This is an optimization exercise on Yosys and OpenROAD, whose aim is small area, a short achievable clock period and few clock cycles per item, not a production implementation.
In this exercise RTL edits were held to simulation tests only and were not proved equivalent to the original.

[flow/config.mk]
export PLATFORM = sky130hd
export DESIGN_NAME = nn_top
export DESIGN_NICKNAME = nn_top
export VERILOG_FILES = /design/flow/design.v
export SDC_FILE = /design/flow/constraint.sdc
export NUM_CORES = 4
export LEC_CHECK = 0
export ABC_AREA = 1
export CAP_MARGIN = 20
export CORE_MARGIN = 2
export CORE_UTILIZATION = 40
export SLEW_MARGIN = 20
[flow/constraint.sdc]
create_clock -name core_clock -period 12.0 [get_ports {clk}]
set_input_delay 2.4000 -clock core_clock [delete_from_list [all_inputs] [get_ports {clk}]]
set_output_delay 2.4000 -clock core_clock [all_outputs]
set_load 0.01 [all_outputs]
[flow/design.v]
package nn_num_pkg;
    localparam int WORD_BITS = 16;
    localparam int FRAC_BITS = 8;
    localparam int INPUTS = 4;
    localparam int HIDDEN = 3;
    localparam int INPUT_IDX_BITS = $clog2(INPUTS);   
    typedef struct packed {
        logic                 sign;
        logic [WORD_BITS-2:0] body;
    } fix_fields_s;
    typedef union packed {
        logic signed [WORD_BITS-1:0] value;   
        fix_fields_s                 fields;
    } fix_word_u;
endpackage
package nn_seq_pkg;
    localparam int STEP_BITS = 2;
    localparam logic [STEP_BITS-1:0] LAST_WORD = 2'd3;
endpackage
`timescale 1ns/1ps
import nn_num_pkg::*;
import nn_seq_pkg::*;
module sample_loader (
    input  logic                            clk,
    input  logic                            rst_n,
    input  logic                            in_valid_d,
    input  logic [nn_num_pkg::WORD_BITS-1:0] data_point,
    output logic [nn_num_pkg::WORD_BITS-1:0] x,         
    output logic                            x_valid,   
    output logic [STEP_BITS-1:0]            x_step,    
    output logic [STEP_BITS-1:0]            count      
);
    always_ff @(posedge clk) begin
        x <= data_point;
    end
    always_ff @(posedge clk or negedge rst_n) begin
        if (!rst_n) begin
            count   <= '0;
            x_valid <= 1'b0;
            x_step  <= '0;
        end else begin
            x_valid <= in_valid_d;
            x_step  <= count;
            if (in_valid_d) begin
                count <= count + 1'b1;
            end
        end
    end
endmodule
`timescale 1ns/1ps
import nn_num_pkg::*;
module weight_loader (
    input  logic                                                                   clk,
    input  logic                                                                   rst_n,
    input  logic                                                                   in_valid_w1,
    input  logic [nn_num_pkg::WORD_BITS-1:0]                                                weight1,
    input  logic                                                                   in_valid_w2,
    input  logic [nn_num_pkg::WORD_BITS-1:0]                                                weight2,
    output logic [nn_num_pkg::HIDDEN-1:0][nn_num_pkg::INPUTS-1:0][nn_num_pkg::WORD_BITS-1:0] w1,
    output logic [nn_num_pkg::HIDDEN-1:0][nn_num_pkg::INPUTS-1:0]                    w1_ok,
    output logic [nn_num_pkg::HIDDEN-1:0][nn_num_pkg::WORD_BITS-1:0]                 w2,
    output logic [nn_num_pkg::HIDDEN-1:0]                                            w2_ok
);
    localparam int W1_WORDS = HIDDEN * INPUTS;
    logic [3:0] n1;   
    logic [1:0] n2;   
    always_ff @(posedge clk or negedge rst_n) begin
        if (!rst_n) begin
            n1 <= '0;
            n2 <= '0;
        end else begin
            if (in_valid_w1 && n1 != 4'(W1_WORDS)) begin
                n1 <= n1 + 1'b1;
            end
            if (in_valid_w2 && n2 != 2'(HIDDEN)) begin
                n2 <= n2 + 1'b1;
            end
        end
    end
    always_comb begin
        for (int j = 0; j < HIDDEN; j++) begin
            for (int k = 0; k < INPUTS; k++) begin
                w1_ok[j][k] = (5'(n1) + 5'(j * INPUTS + k)) >= 5'(W1_WORDS);
            end
            w2_ok[j] = (3'(n2) + 3'(j)) >= 3'(HIDDEN);
        end
    end
    always_ff @(posedge clk) begin
        if (in_valid_w1) begin
            for (int j = 0; j < HIDDEN; j++) begin
                for (int k = 0; k < INPUTS - 1; k++) begin
                    w1[j][k] <= w1[j][k+1];
                end
                if (j < HIDDEN - 1) begin
                    w1[j][INPUTS-1] <= w1[j+1][0];
                end
            end
            w1[HIDDEN-1][INPUTS-1] <= weight1;
        end
    end
    always_ff @(posedge clk) begin
        if (in_valid_w2) begin
            for (int j = 0; j < HIDDEN - 1; j++) begin
                w2[j] <= w2[j+1];
            end
            w2[HIDDEN-1] <= weight2;   
        end
    end
endmodule
`timescale 1ns/1ps
import nn_num_pkg::*;
import nn_seq_pkg::*;
module forward_engine (
    input  logic                                                                   clk,
    input  logic                                                                   rst_n,
    input  logic [nn_num_pkg::WORD_BITS-1:0]                                       x,
    input  logic                                                                   x_valid,
    input  logic [nn_seq_pkg::STEP_BITS-1:0]                                       x_step,
    input  logic                                                                   in_valid_d,
    input  logic [nn_seq_pkg::STEP_BITS-1:0]                                       count,
    input  logic [nn_num_pkg::HIDDEN-1:0][nn_num_pkg::INPUTS-1:0][nn_num_pkg::WORD_BITS-1:0] w1,
    input  logic [nn_num_pkg::HIDDEN-1:0][nn_num_pkg::INPUTS-1:0]                    w1_ok,
    input  logic [nn_num_pkg::HIDDEN-1:0][nn_num_pkg::WORD_BITS-1:0]                 w2,
    input  logic [nn_num_pkg::HIDDEN-1:0]                                            w2_ok,
    output logic                                                                   out_valid,
    output logic [nn_num_pkg::WORD_BITS-1:0]                                       out
);
    logic                             out_mul;   
    logic                             out_sum;   
    logic [HIDDEN-1:0][WORD_BITS-1:0] acc;       
    logic [HIDDEN-1:0][WORD_BITS-1:0] mac_a;
    logic [HIDDEN-1:0][WORD_BITS-1:0] mac_b;      
    logic [HIDDEN-1:0]                mac_b_ok;
    logic [HIDDEN-1:0][WORD_BITS-1:0] mac_c;
    logic [HIDDEN-1:0][WORD_BITS-1:0] mac_y;
    always_ff @(posedge clk or negedge rst_n) begin
        if (!rst_n) begin
            out_mul <= 1'b0;
            out_sum <= 1'b0;
        end else begin
            out_mul <= x_valid && (x_step == LAST_WORD);
            out_sum <= out_mul;
        end
    end
    always_ff @(posedge clk) begin
        for (int j = 0; j < HIDDEN; j++) begin
            if (in_valid_d) begin
                mac_b[j]    <= w1[j][count];
                mac_b_ok[j] <= w1_ok[j][count];
            end else begin
                mac_b[j]    <= w2[j];
                mac_b_ok[j] <= w2_ok[j];
            end
        end
    end
    always_comb begin
        for (int j = 0; j < HIDDEN; j++) begin
            if (out_mul) begin
                mac_a[j]    = acc[j][WORD_BITS-1] ? '0 : acc[j];
                mac_c[j]    = '0;
            end else begin
                mac_a[j]    = x;
                mac_c[j]    = (x_step == '0) ? '0 : acc[j];
            end
        end
    end
    for (genvar j = 0; j < HIDDEN; j++) begin : g_mac
        booth_mac mac_i (
            .a    (mac_a[j]),
            .b    (mac_b[j]),
            .b_ok (mac_b_ok[j]),
            .c    (mac_c[j]),
            .y    (mac_y[j])
        );
    end
    always_ff @(posedge clk) begin
        if (x_valid || out_mul) begin
            acc <= mac_y;
        end
    end
    always_ff @(posedge clk or negedge rst_n) begin
        if (!rst_n) begin
            out_valid <= 1'b0;
            out       <= '0;
        end else if (out_sum) begin
            out_valid <= 1'b1;
            out       <= acc[0] + acc[1] + acc[2];
        end else begin
            out_valid <= 1'b0;
            out       <= '0;
        end
    end
endmodule
module booth_mac (
    input  logic [15:0] a,      
    input  logic [15:0] b,      
    input  logic        b_ok,   
    input  logic [15:0] c,      
    output logic [15:0] y       
);
    logic [7:0] one, two, neg;
    logic [16:0] bx;
    assign bx = {b, 1'b0};
    always_comb begin
        for (int k = 0; k < 8; k++) begin
            one[k] = b_ok & (bx[2*k+1] ^ bx[2*k]);
            two[k] = b_ok & ((bx[2*k+2] & ~bx[2*k+1] & ~bx[2*k]) | (~bx[2*k+2] & bx[2*k+1] & bx[2*k]));
            neg[k] = b_ok & bx[2*k+2];
        end
    end
    logic [16:0] ax;
    assign ax = {a[15], a};
    logic [7:0][16:0] pp;
    always_comb begin
        for (int k = 0; k < 8; k++) begin
            pp[k][0] = (one[k] & ax[0]) ^ neg[k];
            for (int i = 1; i < 17; i++) begin
                pp[k][i] = ((one[k] & ax[i]) | (two[k] & ax[i-1])) ^ neg[k];
            end
            pp[k][16] = ~pp[k][16];
        end
    end
    logic s1, k2;
    assign s1 = neg[1] ^ pp[0][2] ^ pp[1][0];
    assign k2 = (neg[1] & pp[0][2]) | (neg[1] & pp[1][0]) | (pp[0][2] & pp[1][0]);
    logic s3, k4;
    assign s3 = pp[0][3] ^ pp[1][1] ^ k2;
    assign k4 = (pp[0][3] & pp[1][1]) | (pp[0][3] & k2) | (pp[1][1] & k2);
    logic s5, k6;
    assign s5 = neg[2] ^ pp[0][4] ^ pp[1][2];
    assign k6 = (neg[2] & pp[0][4]) | (neg[2] & pp[1][2]) | (pp[0][4] & pp[1][2]);
    logic s7, k8;
    assign s7 = pp[2][0] ^ s5 ^ k4;
    assign k8 = (pp[2][0] & s5) | (pp[2][0] & k4) | (s5 & k4);
    logic s9, k10;
    assign s9 = pp[0][5] ^ pp[1][3] ^ pp[2][1];
    assign k10 = (pp[0][5] & pp[1][3]) | (pp[0][5] & pp[2][1]) | (pp[1][3] & pp[2][1]);
    logic s11, k12;
    assign s11 = k6 ^ s9 ^ k8;
    assign k12 = (k6 & s9) | (k6 & k8) | (s9 & k8);
    logic s13, k14;
    assign s13 = neg[3] ^ pp[0][6] ^ pp[1][4];
    assign k14 = (neg[3] & pp[0][6]) | (neg[3] & pp[1][4]) | (pp[0][6] & pp[1][4]);
    logic s15, k16;
    assign s15 = pp[2][2] ^ pp[3][0] ^ k10;
    assign k16 = (pp[2][2] & pp[3][0]) | (pp[2][2] & k10) | (pp[3][0] & k10);
    logic s17, k18;
    assign s17 = s13 ^ s15 ^ k12;
    assign k18 = (s13 & s15) | (s13 & k12) | (s15 & k12);
    logic s19, k20;
    assign s19 = pp[0][7] ^ pp[1][5] ^ pp[2][3];
    assign k20 = (pp[0][7] & pp[1][5]) | (pp[0][7] & pp[2][3]) | (pp[1][5] & pp[2][3]);
    logic s21, k22;
    assign s21 = pp[3][1] ^ k14 ^ s19;
    assign k22 = (pp[3][1] & k14) | (pp[3][1] & s19) | (k14 & s19);
    logic s23, k24;
    assign s23 = k16 ^ s21 ^ k18;
    assign k24 = (k16 & s21) | (k16 & k18) | (s21 & k18);
    logic s25, k26;
    assign s25 = c[0] ^ neg[4] ^ pp[0][8];
    assign k26 = (c[0] & neg[4]) | (c[0] & pp[0][8]) | (neg[4] & pp[0][8]);
    logic s27, k28;
    assign s27 = pp[1][6] ^ pp[2][4] ^ pp[3][2];
    assign k28 = (pp[1][6] & pp[2][4]) | (pp[1][6] & pp[3][2]) | (pp[2][4] & pp[3][2]);
    logic s29, k30;
    assign s29 = pp[4][0] ^ k20 ^ s25;
    assign k30 = (pp[4][0] & k20) | (pp[4][0] & s25) | (k20 & s25);
    logic s31, k32;
    assign s31 = s27 ^ k22 ^ s29;
    assign k32 = (s27 & k22) | (s27 & s29) | (k22 & s29);
    logic s33, k34;
    assign s33 = c[1] ^ pp[0][9] ^ pp[1][7];
    assign k34 = (c[1] & pp[0][9]) | (c[1] & pp[1][7]) | (pp[0][9] & pp[1][7]);
    logic s35, k36;
    assign s35 = pp[2][5] ^ pp[3][3] ^ pp[4][1];
    assign k36 = (pp[2][5] & pp[3][3]) | (pp[2][5] & pp[4][1]) | (pp[3][3] & pp[4][1]);
    logic s37, k38;
    assign s37 = k26 ^ k28 ^ s33;
    assign k38 = (k26 & k28) | (k26 & s33) | (k28 & s33);
    logic s39, k40;
    assign s39 = s35 ^ k30 ^ s37;
    assign k40 = (s35 & k30) | (s35 & s37) | (k30 & s37);
    logic s41, k42;
    assign s41 = c[2] ^ neg[5] ^ pp[0][10];
    assign k42 = (c[2] & neg[5]) | (c[2] & pp[0][10]) | (neg[5] & pp[0][10]);
    logic s43, k44;
    assign s43 = pp[1][8] ^ pp[2][6] ^ pp[3][4];
    assign k44 = (pp[1][8] & pp[2][6]) | (pp[1][8] & pp[3][4]) | (pp[2][6] & pp[3][4]);
    logic s45, k46;
    assign s45 = pp[4][2] ^ pp[5][0] ^ k34;
    assign k46 = (pp[4][2] & pp[5][0]) | (pp[4][2] & k34) | (pp[5][0] & k34);
    logic s47, k48;
    assign s47 = k36 ^ s41 ^ s43;
    assign k48 = (k36 & s41) | (k36 & s43) | (s41 & s43);
    logic s49, k50;
    assign s49 = k38 ^ s45 ^ s47;
    assign k50 = (k38 & s45) | (k38 & s47) | (s45 & s47);
    logic s51, k52;
    assign s51 = c[3] ^ pp[0][11] ^ pp[1][9];
    assign k52 = (c[3] & pp[0][11]) | (c[3] & pp[1][9]) | (pp[0][11] & pp[1][9]);
    logic s53, k54;
    assign s53 = pp[2][7] ^ pp[3][5] ^ pp[4][3];
    assign k54 = (pp[2][7] & pp[3][5]) | (pp[2][7] & pp[4][3]) | (pp[3][5] & pp[4][3]);
    logic s55, k56;
    assign s55 = pp[5][1] ^ k42 ^ k44;
    assign k56 = (pp[5][1] & k42) | (pp[5][1] & k44) | (k42 & k44);
    logic s57, k58;
    assign s57 = s51 ^ s53 ^ k46;
    assign k58 = (s51 & s53) | (s51 & k46) | (s53 & k46);
    logic s59, k60;
    assign s59 = k48 ^ s55 ^ s57;
    assign k60 = (k48 & s55) | (k48 & s57) | (s55 & s57);
    logic s61, k62;
    assign s61 = c[4] ^ neg[6] ^ pp[0][12];
    assign k62 = (c[4] & neg[6]) | (c[4] & pp[0][12]) | (neg[6] & pp[0][12]);
    logic s63, k64;
    assign s63 = pp[1][10] ^ pp[2][8] ^ pp[3][6];
    assign k64 = (pp[1][10] & pp[2][8]) | (pp[1][10] & pp[3][6]) | (pp[2][8] & pp[3][6]);
    logic s65, k66;
    assign s65 = pp[4][4] ^ pp[5][2] ^ pp[6][0];
    assign k66 = (pp[4][4] & pp[5][2]) | (pp[4][4] & pp[6][0]) | (pp[5][2] & pp[6][0]);
    logic s67, k68;
    assign s67 = k52 ^ k54 ^ s61;
    assign k68 = (k52 & k54) | (k52 & s61) | (k54 & s61);
    logic s69, k70;
    assign s69 = s63 ^ s65 ^ k56;
    assign k70 = (s63 & s65) | (s63 & k56) | (s65 & k56);
    logic s71, k72;
    assign s71 = s67 ^ k58 ^ s69;
    assign k72 = (s67 & k58) | (s67 & s69) | (k58 & s69);
    logic s73, k74;
    assign s73 = c[5] ^ pp[0][13] ^ pp[1][11];
    assign k74 = (c[5] & pp[0][13]) | (c[5] & pp[1][11]) | (pp[0][13] & pp[1][11]);
    logic s75, k76;
    assign s75 = pp[2][9] ^ pp[3][7] ^ pp[4][5];
    assign k76 = (pp[2][9] & pp[3][7]) | (pp[2][9] & pp[4][5]) | (pp[3][7] & pp[4][5]);
    logic s77, k78;
    assign s77 = pp[5][3] ^ pp[6][1] ^ k62;
    assign k78 = (pp[5][3] & pp[6][1]) | (pp[5][3] & k62) | (pp[6][1] & k62);
    logic s79, k80;
    assign s79 = k64 ^ k66 ^ s73;
    assign k80 = (k64 & k66) | (k64 & s73) | (k66 & s73);
    logic s81, k82;
    assign s81 = s75 ^ k68 ^ s77;
    assign k82 = (s75 & k68) | (s75 & s77) | (k68 & s77);
    logic s83, k84;
    assign s83 = s79 ^ k70 ^ s81;
    assign k84 = (s79 & k70) | (s79 & s81) | (k70 & s81);
    logic s85, k86;
    assign s85 = c[6] ^ neg[7] ^ pp[0][14];
    assign k86 = (c[6] & neg[7]) | (c[6] & pp[0][14]) | (neg[7] & pp[0][14]);
    logic s87, k88;
    assign s87 = pp[1][12] ^ pp[2][10] ^ pp[3][8];
    assign k88 = (pp[1][12] & pp[2][10]) | (pp[1][12] & pp[3][8]) | (pp[2][10] & pp[3][8]);
    logic s89, k90;
    assign s89 = pp[4][6] ^ pp[5][4] ^ pp[6][2];
    assign k90 = (pp[4][6] & pp[5][4]) | (pp[4][6] & pp[6][2]) | (pp[5][4] & pp[6][2]);
    logic s91, k92;
    assign s91 = pp[7][0] ^ k74 ^ k76;
    assign k92 = (pp[7][0] & k74) | (pp[7][0] & k76) | (k74 & k76);
    logic s93, k94;
    assign s93 = s85 ^ s87 ^ s89;
    assign k94 = (s85 & s87) | (s85 & s89) | (s87 & s89);
    logic s95, k96;
    assign s95 = k78 ^ k80 ^ s91;
    assign k96 = (k78 & k80) | (k78 & s91) | (k80 & s91);
    logic s97, k98;
    assign s97 = s93 ^ k82 ^ s95;
    assign k98 = (s93 & k82) | (s93 & s95) | (k82 & s95);
    logic s99, k100;
    assign s99 = c[7] ^ pp[0][15] ^ pp[1][13];
    assign k100 = (c[7] & pp[0][15]) | (c[7] & pp[1][13]) | (pp[0][15] & pp[1][13]);
    logic s101, k102;
    assign s101 = pp[2][11] ^ pp[3][9] ^ pp[4][7];
    assign k102 = (pp[2][11] & pp[3][9]) | (pp[2][11] & pp[4][7]) | (pp[3][9] & pp[4][7]);
    logic s103, k104;
    assign s103 = pp[5][5] ^ pp[6][3] ^ pp[7][1];
    assign k104 = (pp[5][5] & pp[6][3]) | (pp[5][5] & pp[7][1]) | (pp[6][3] & pp[7][1]);
    logic s105, k106;
    assign s105 = k86 ^ k88 ^ k90;
    assign k106 = (k86 & k88) | (k86 & k90) | (k88 & k90);
    logic s107, k108;
    assign s107 = s99 ^ s101 ^ s103;
    assign k108 = (s99 & s101) | (s99 & s103) | (s101 & s103);
    logic s109, k110;
    assign s109 = k92 ^ k94 ^ s105;
    assign k110 = (k92 & k94) | (k92 & s105) | (k94 & s105);
    logic s111, k112;
    assign s111 = s107 ^ k96 ^ s109;
    assign k112 = (s107 & k96) | (s107 & s109) | (k96 & s109);
    logic s113, k114;
    assign s113 = 1'b1 ^ c[8] ^ pp[0][16];
    assign k114 = (1'b1 & c[8]) | (1'b1 & pp[0][16]) | (c[8] & pp[0][16]);
    logic s115, k116;
    assign s115 = pp[1][14] ^ pp[2][12] ^ pp[3][10];
    assign k116 = (pp[1][14] & pp[2][12]) | (pp[1][14] & pp[3][10]) | (pp[2][12] & pp[3][10]);
    logic s117, k118;
    assign s117 = pp[4][8] ^ pp[5][6] ^ pp[6][4];
    assign k118 = (pp[4][8] & pp[5][6]) | (pp[4][8] & pp[6][4]) | (pp[5][6] & pp[6][4]);
    logic s119, k120;
    assign s119 = pp[7][2] ^ k100 ^ k102;
    assign k120 = (pp[7][2] & k100) | (pp[7][2] & k102) | (k100 & k102);
    logic s121, k122;
    assign s121 = k104 ^ s113 ^ s115;
    assign k122 = (k104 & s113) | (k104 & s115) | (s113 & s115);
    logic s123, k124;
    assign s123 = s117 ^ k106 ^ k108;
    assign k124 = (s117 & k106) | (s117 & k108) | (k106 & k108);
    logic s125, k126;
    assign s125 = s119 ^ s121 ^ k110;
    assign k126 = (s119 & s121) | (s119 & k110) | (s121 & k110);
    logic s127, k128;
    assign s127 = s123 ^ k112 ^ s125;
    assign k128 = (s123 & k112) | (s123 & s125) | (k112 & s125);
    logic s129, k130;
    assign s129 = 1'b1 ^ c[9] ^ pp[1][15];
    assign k130 = (1'b1 & c[9]) | (1'b1 & pp[1][15]) | (c[9] & pp[1][15]);
    logic s131, k132;
    assign s131 = pp[2][13] ^ pp[3][11] ^ pp[4][9];
    assign k132 = (pp[2][13] & pp[3][11]) | (pp[2][13] & pp[4][9]) | (pp[3][11] & pp[4][9]);
    logic s133, k134;
    assign s133 = pp[5][7] ^ pp[6][5] ^ pp[7][3];
    assign k134 = (pp[5][7] & pp[6][5]) | (pp[5][7] & pp[7][3]) | (pp[6][5] & pp[7][3]);
    logic s135, k136;
    assign s135 = k114 ^ k116 ^ k118;
    assign k136 = (k114 & k116) | (k114 & k118) | (k116 & k118);
    logic s137, k138;
    assign s137 = s129 ^ s131 ^ s133;
    assign k138 = (s129 & s131) | (s129 & s133) | (s131 & s133);
    logic s139, k140;
    assign s139 = k120 ^ k122 ^ s135;
    assign k140 = (k120 & k122) | (k120 & s135) | (k122 & s135);
    logic s141, k142;
    assign s141 = s137 ^ k124 ^ s139;
    assign k142 = (s137 & k124) | (s137 & s139) | (k124 & s139);
    logic s143, k144;
    assign s143 = k126 ^ s141 ^ k128;
    assign k144 = (k126 & s141) | (k126 & k128) | (s141 & k128);
    logic s145, k146;
    assign s145 = c[10] ^ pp[1][16] ^ pp[2][14];
    assign k146 = (c[10] & pp[1][16]) | (c[10] & pp[2][14]) | (pp[1][16] & pp[2][14]);
    logic s147, k148;
    assign s147 = pp[3][12] ^ pp[4][10] ^ pp[5][8];
    assign k148 = (pp[3][12] & pp[4][10]) | (pp[3][12] & pp[5][8]) | (pp[4][10] & pp[5][8]);
    logic s149, k150;
    assign s149 = pp[6][6] ^ pp[7][4] ^ k130;
    assign k150 = (pp[6][6] & pp[7][4]) | (pp[6][6] & k130) | (pp[7][4] & k130);
    logic s151, k152;
    assign s151 = k132 ^ k134 ^ s145;
    assign k152 = (k132 & k134) | (k132 & s145) | (k134 & s145);
    logic s153, k154;
    assign s153 = s147 ^ k136 ^ k138;
    assign k154 = (s147 & k136) | (s147 & k138) | (k136 & k138);
    logic s155, k156;
    assign s155 = s149 ^ s151 ^ k140;
    assign k156 = (s149 & s151) | (s149 & k140) | (s151 & k140);
    logic s157, k158;
    assign s157 = s153 ^ k142 ^ s155;
    assign k158 = (s153 & k142) | (s153 & s155) | (k142 & s155);
    logic s159, k160;
    assign s159 = 1'b1 ^ c[11] ^ pp[2][15];
    assign k160 = (1'b1 & c[11]) | (1'b1 & pp[2][15]) | (c[11] & pp[2][15]);
    logic s161, k162;
    assign s161 = pp[3][13] ^ pp[4][11] ^ pp[5][9];
    assign k162 = (pp[3][13] & pp[4][11]) | (pp[3][13] & pp[5][9]) | (pp[4][11] & pp[5][9]);
    logic s163, k164;
    assign s163 = pp[6][7] ^ pp[7][5] ^ k146;
    assign k164 = (pp[6][7] & pp[7][5]) | (pp[6][7] & k146) | (pp[7][5] & k146);
    logic s165, k166;
    assign s165 = k148 ^ s159 ^ s161;
    assign k166 = (k148 & s159) | (k148 & s161) | (s159 & s161);
    logic s167, k168;
    assign s167 = k150 ^ k152 ^ s163;
    assign k168 = (k150 & k152) | (k150 & s163) | (k152 & s163);
    logic s169, k170;
    assign s169 = s165 ^ k154 ^ s167;
    assign k170 = (s165 & k154) | (s165 & s167) | (k154 & s167);
    logic s171, k172;
    assign s171 = k156 ^ s169 ^ k158;
    assign k172 = (k156 & s169) | (k156 & k158) | (s169 & k158);
    logic s173, k174;
    assign s173 = c[12] ^ pp[2][16] ^ pp[3][14];
    assign k174 = (c[12] & pp[2][16]) | (c[12] & pp[3][14]) | (pp[2][16] & pp[3][14]);
    logic s175, k176;
    assign s175 = pp[4][12] ^ pp[5][10] ^ pp[6][8];
    assign k176 = (pp[4][12] & pp[5][10]) | (pp[4][12] & pp[6][8]) | (pp[5][10] & pp[6][8]);
    logic s177, k178;
    assign s177 = pp[7][6] ^ k160 ^ k162;
    assign k178 = (pp[7][6] & k160) | (pp[7][6] & k162) | (k160 & k162);
    logic s179, k180;
    assign s179 = s173 ^ s175 ^ k164;
    assign k180 = (s173 & s175) | (s173 & k164) | (s175 & k164);
    logic s181, k182;
    assign s181 = k166 ^ s177 ^ k168;
    assign k182 = (k166 & s177) | (k166 & k168) | (s177 & k168);
    logic s183, k184;
    assign s183 = s179 ^ k170 ^ s181;
    assign k184 = (s179 & k170) | (s179 & s181) | (k170 & s181);
    logic s185, k186;
    assign s185 = 1'b1 ^ c[13] ^ pp[3][15];
    assign k186 = (1'b1 & c[13]) | (1'b1 & pp[3][15]) | (c[13] & pp[3][15]);
    logic s187, k188;
    assign s187 = pp[4][13] ^ pp[5][11] ^ pp[6][9];
    assign k188 = (pp[4][13] & pp[5][11]) | (pp[4][13] & pp[6][9]) | (pp[5][11] & pp[6][9]);
    logic s189, k190;
    assign s189 = pp[7][7] ^ k174 ^ k176;
    assign k190 = (pp[7][7] & k174) | (pp[7][7] & k176) | (k174 & k176);
    logic s191, k192;
    assign s191 = s185 ^ s187 ^ k178;
    assign k192 = (s185 & s187) | (s185 & k178) | (s187 & k178);
    logic s193, k194;
    assign s193 = s189 ^ k180 ^ s191;
    assign k194 = (s189 & k180) | (s189 & s191) | (k180 & s191);
    logic s195, k196;
    assign s195 = k182 ^ s193 ^ k184;
    assign k196 = (k182 & s193) | (k182 & k184) | (s193 & k184);
    logic s197, k198;
    assign s197 = c[14] ^ pp[3][16] ^ pp[4][14];
    assign k198 = (c[14] & pp[3][16]) | (c[14] & pp[4][14]) | (pp[3][16] & pp[4][14]);
    logic s199, k200;
    assign s199 = pp[5][12] ^ pp[6][10] ^ pp[7][8];
    assign k200 = (pp[5][12] & pp[6][10]) | (pp[5][12] & pp[7][8]) | (pp[6][10] & pp[7][8]);
    logic s201, k202;
    assign s201 = k186 ^ k188 ^ s197;
    assign k202 = (k186 & k188) | (k186 & s197) | (k188 & s197);
    logic s203, k204;
    assign s203 = s199 ^ k190 ^ s201;
    assign k204 = (s199 & k190) | (s199 & s201) | (k190 & s201);
    logic s205, k206;
    assign s205 = k192 ^ s203 ^ k194;
    assign k206 = (k192 & s203) | (k192 & k194) | (s203 & k194);
    logic s207, k208;
    assign s207 = 1'b1 ^ c[15] ^ pp[4][15];
    assign k208 = (1'b1 & c[15]) | (1'b1 & pp[4][15]) | (c[15] & pp[4][15]);
    logic s209, k210;
    assign s209 = pp[5][13] ^ pp[6][11] ^ pp[7][9];
    assign k210 = (pp[5][13] & pp[6][11]) | (pp[5][13] & pp[7][9]) | (pp[6][11] & pp[7][9]);
    logic s211, k212;
    assign s211 = k198 ^ k200 ^ s207;
    assign k212 = (k198 & k200) | (k198 & s207) | (k200 & s207);
    logic s213, k214;
    assign s213 = s209 ^ k202 ^ s211;
    assign k214 = (s209 & k202) | (s209 & s211) | (k202 & s211);
    logic s215, k216;
    assign s215 = k204 ^ s213 ^ k206;
    assign k216 = (k204 & s213) | (k204 & k206) | (s213 & k206);
    logic [23:0] ra, rb, sum;
    assign ra = {s215, k196, s195, k172, s171, k144, s143, s127, k98, k84, k72, k60, k50, k40, k32, k24, s23, s17, s11, s7, s3, s1, pp[0][1], pp[0][0]};
    assign rb = {1'b0, s205, 1'b0, s183, 1'b0, s157, 1'b0, 1'b0, s111, s97, s83, s71, s59, s49, s39, s31, 1'b0, 1'b0, 1'b0, 1'b0, 1'b0, 1'b0, 1'b0, neg[0]};
    assign sum = ra + rb;
    assign y = sum[23:8];
endmodule
`timescale 1ns/1ps
import nn_num_pkg::*;
import nn_seq_pkg::*;
module nn_top (
    input  logic        clk,
    input  logic        rst_n,
    input  logic        in_valid_d,
    input  logic        in_valid_w1,
    input  logic        in_valid_w2,
    input  logic [15:0] data_point,
    input  logic [15:0] weight1,
    input  logic [15:0] weight2,
    output logic        out_valid,
    output logic [15:0] out
);
    logic [WORD_BITS-1:0]                         x;
    logic                                         x_valid;
    logic [STEP_BITS-1:0]                         x_step;
    logic [STEP_BITS-1:0]                         count;
    logic [HIDDEN-1:0][INPUTS-1:0][WORD_BITS-1:0] w1;
    logic [HIDDEN-1:0][INPUTS-1:0]                w1_ok;
    logic [HIDDEN-1:0][WORD_BITS-1:0]             w2;
    logic [HIDDEN-1:0]                            w2_ok;
    sample_loader sample_loader_i (
        .clk          (clk),
        .rst_n        (rst_n),
        .in_valid_d   (in_valid_d),
        .data_point   (data_point),
        .x            (x),
        .x_valid      (x_valid),
        .x_step       (x_step),
        .count        (count)
    );
    weight_loader weight_loader_i (
        .clk         (clk),
        .rst_n       (rst_n),
        .in_valid_w1 (in_valid_w1),
        .weight1     (weight1),
        .in_valid_w2 (in_valid_w2),
        .weight2     (weight2),
        .w1          (w1),
        .w1_ok       (w1_ok),
        .w2          (w2),
        .w2_ok       (w2_ok)
    );
    forward_engine forward_engine_i (
        .clk          (clk),
        .rst_n        (rst_n),
        .x            (x),
        .x_valid      (x_valid),
        .x_step       (x_step),
        .in_valid_d   (in_valid_d),
        .count        (count),
        .w1           (w1),
        .w2           (w2),
        .w1_ok        (w1_ok),
        .w2_ok        (w2_ok),
        .out_valid    (out_valid),
        .out          (out)
    );
endmodule
[flow/run.sh]
#!/bin/bash
# synth_recipe.tcl (not shown) runs the flow's synth.tcl, then flattens the netlist and writes it again
# the make line also repeats each setting of config.mk as NAME=value (left out here)
make -C /OpenROAD-flow-scripts/flow DESIGN_CONFIG=/design/flow/config.mk WORK_HOME=/design/flow/orfs CLKGATE_MAP_FILE= SYNTH_SCRIPT=/design/flow/synth_recipe.tcl finish
==> impl_metrics.env <==
export IMPL_outcome="no timing/DRC/antenna violations"
export IMPL_final_cell_mix="inv_1 (537), nand2_1 (454), xor2_1 (364)"
export IMPL_die_area_mm2=0.0829
export IMPL_r2r_end="forward_engine_i.acc[15]"
export IMPL_synth_edf_count=288
export IMPL_syn_avg_cell_area_um2=9.09
export IMPL_root_buffer="clkbuf_16"
export IMPL_yosysUniqueCellTypes=55
export IMPL_slowest_delay_ps=680
export IMPL_r2r_cells=24
export IMPL_setup_worst_path_start="forward_engine_i.mac_b_ok[0]"
export IMPL_start_kind="flop"
export IMPL_core_area_mm2=0.0802
export IMPL_fin_crit_ps=6930
export IMPL_period_share_pct=57.8
export IMPL_final_common_cell="inv_1"
export IMPL_cp_top_family="adder cells"
export IMPL_worst_setup_path_end_kind="flop"
export IMPL_yosysWarnings=4
export IMPL_synthCells=3547
export IMPL_met2_usage_pct=36.2
export IMPL_maxSlewHeadroom_pct=28.8
export IMPL_grt_first_pass_wirelength_um=149000
export IMPL_layout_cells_non_filler=4633
export IMPL_vias_per_cell=5.37
export IMPL_synth_seq_area_share_pct=33.3
export IMPL_post_cts_resized=0
export IMPL_tns_ps=0
export IMPL_cp_cell_sequence="nand2_1, clkinv_1, a21oi_2, o22ai_1, xor2_1, fa_1, inv_1, fa_1, inv_1, fa_1, fa_1, fa_1, fa_1, ha_1, nand2_1, nor2_1, inv_1, nor2_1, inv_1, nor4_1, nand4_1, nand2_1, nand3b_1, nand2_1"
export IMPL_cts_setup_buffers=0
export IMPL_worstSetupPathType="flop to flop"
export IMPL_path_clk_slew_ps=60
export IMPL_final_hold_violation_count=0
export IMPL_core_rowCount=104
export IMPL_cp_arrival_ps=7290
export IMPL_fin_area_mm2=0.0353
export IMPL_async_reset_ff_share_pct=7.79
export IMPL_cts_sinks=385
export IMPL_start_util_pct=40.2
export IMPL_cts_buffers=46
export IMPL_rsz0062_at_grt="false"
export IMPL_clock_latency_ps=620
export IMPL_post_drt_wl_per_cell_um=20.8
export IMPL_first_global_vias=24400
export IMPL_ys_ff_latch=385
export IMPL_antennaDiodeCount=0
export IMPL_whs_ps=439
export IMPL_cts_buffer_depth=3
export IMPL_synthFlopType="edfxtp_1"
export IMPL_routabilityCongestion=0.984
export IMPL_synthesis_nets=3981
export IMPL_critPathMaxFanout=16
export IMPL_setup_violations=0
export IMPL_die_w_um=288
export IMPL_dr_pass1_iters=5
export IMPL_vias=24900
export IMPL_use_met1_pct=33.7
export IMPL_fin_worst_skew_ps=36.1
export IMPL_fillers=7999
export IMPL_top_usage_layer="met2"
export IMPL_cpMaxStageDelayCell="a21oi_2"
export IMPL_io_buffers=69
export IMPL_dp_cells=4547
export IMPL_rr_startpoint="forward_engine_i.mac_b_ok[0]"
export IMPL_report_final_slew_viol_count=0
export IMPL_cp_required_ps=12350
export IMPL_cts_tree="built"
export IMPL_hold_start="weight_loader_i.w1[56]"
export IMPL_hold_path_class="flop to flop"
export IMPL_post_dp_cell_area_mm2=0.0338
export IMPL_gr_usage_met3_pct=3.80
export IMPL_cts_htree_levels=2
export IMPL_grt_max_degree=115
export IMPL_layout_nets=3969
export IMPL_max_freq_mhz=144
export IMPL_critPathBufInv=5
export IMPL_grt_usage_pct=23.5
export IMPL_cap_violations=0
export IMPL_ant_nets=0
export IMPL_first_iter_violations=2804
export IMPL_netlist_area_mm2=0.0322
export IMPL_area_growth_pct=9.46
export IMPL_ctsHoldBuffers=0
export IMPL_min_path_cells=0
export IMPL_ios=70
export IMPL_drive_gt1_share_pct=5.32
export IMPL_dieHeight_um=288
export IMPL_rrSetupSlack_ps=5070
export IMPL_antenna_found_initial=1
export IMPL_tightestPinTransition_ps=1070
export IMPL_dpl_hpwl_um=73400
export IMPL_routed_wl_um=96600
export IMPL_drc=0
export IMPL_crit_top_cell="fa_1"
export IMPL_grt_overflow=0
export IMPL_whs_endpoint="weight_loader_i.w1[40]"
[synthesized netlist by cell type (67+ instances only)]
library cell | number | area share [%]
nor2_1 | 356 | 4.1
xor2_1 | 364 | 9.9
nand3_1 | 73 | 1.1
inv_1 | 538 | 6.3
a21oi_1 | 89 | 1.4
edfxtp_1 | 288 | 27
fa_1 | 310 | 19
o21ai_0 | 167 | 2.6
o22ai_1 | 300 | 5.8
clkbuf_1 | 91 | 1.1
dfxtp_1 | 67 | 4.2
nand2_1 | 455 | 5.3
ha_1 | 71 | 2.8
[worst register-to-register path: stages, from the launching register on]
cell      delay, ps
dfxtp_1         490
nand2_1         630
clkinv_1        450
a21oi_2         680
o22ai_1         170
xor2_1          200
fa_1            540
inv_1            50
fa_1            380
inv_1            80
fa_1            440
fa_1            400
fa_1            430
fa_1            380
ha_1            340
nand2_1         100
nor2_1          140
inv_1            70
nor2_1           80
inv_1            60
nor4_1          180
nand4_1         130
nand2_1         100
nand3b_1        110
nand2_1          50
[sequential cells by signal, indices dropped and copies added, names as in the netlist]
register and cells:
sample_loader_i.count 2, forward_engine_i.out_mul 1, weight_loader_i.n2 2, weight_loader_i.w1 192
forward_engine_i.mac_b 48, weight_loader_i.n1 4, weight_loader_i.w2 48, forward_engine_i.out_sum 1
sample_loader_i.x_step 2, forward_engine_i.out_valid 1, forward_engine_i.out 16, sample_loader_i.x_valid 1
forward_engine_i.mac_b_ok 3, sample_loader_i.x 16, forward_engine_i.acc 48
[worst max path at each step]
stage	endpoint	slack [ps]	cells past startpoint
after floorplan	forward_engine_i.acc[15]	6350	26
after global placement	forward_engine_i.acc[15]	4940	24
after detailed placement	forward_engine_i.acc[15]	4810	24
after CTS	forward_engine_i.acc[15]	4800	24
after global routing	forward_engine_i.acc[15]	4610	24
final	forward_engine_i.acc[15]	5070	24
[metal layers]
metal  wire length, um  share of wire [%]  up-vias
met3              8220                8.5      172
met1             42600                 44    12000
met5                 0                  0        -
met4              3350                3.5        0
li1                  -                  -    11600
met2             42400                 44     1169
[kinds of logic after synthesis]
logic type               Yosys count  synth area share (%)
AND/OR/NAND/NOR                 1014                  13.2
buffers and inverters            728                  8.92
AO/OA/AOI/OAI                    658                  12.2
flip-flops                       385                  33.3
XOR/XNOR                         381                  10.3
adder cells (fa/ha/maj)          381                  22.0
[area by class of cell]
class                      count  area, um^2  area share [%]
multi-input combinational   2434       18700            52.9
sequential                   385       10700            30.4
inverter                     571        2150            6.09
tap                         1060        1330            3.76
clock buffer                  65        1280            3.64
timing repair buffer          97         892            2.53
clock inverter                21         240           0.681
[per-stage QoR]
step,setup WS (ps),util (%)
finish,5070,44.0
global route,4610,44.0
floorplan,6350,-
detailed placement,4810,42.1
CTS,4800,44.0
global placement,4940,42.1
Testbench counts, summed over its fixed seeds: cycles 11,208, items 1,600.

[separate check: timing with driven ports]
In the flow no input, the clock included, has a driving cell. The finished layout below was timed again as built, in two steps.
Step 1 assumes that a clkbuf_16 drives the clock port and a buf_2 every other input.
Step 2 times the ports against the registers' clock, not the clock port: input delays grow and output delays shrink by t, the midpoint of the rising clock arrivals with the driver on.
Slacks: ideal / step 1 / step 2; pairs: ideal / step 1.
shift t [ns]: 0.674
setup slack, ns: 5.066 / 5.066 / 5.066
worst hold slack (ns): 0.439 / 0.439 / 0.439
After both steps this run still meets setup and hold. The setup slack of this run moves by 0.000 ns with the drivers and by 0.000 ns with both steps.
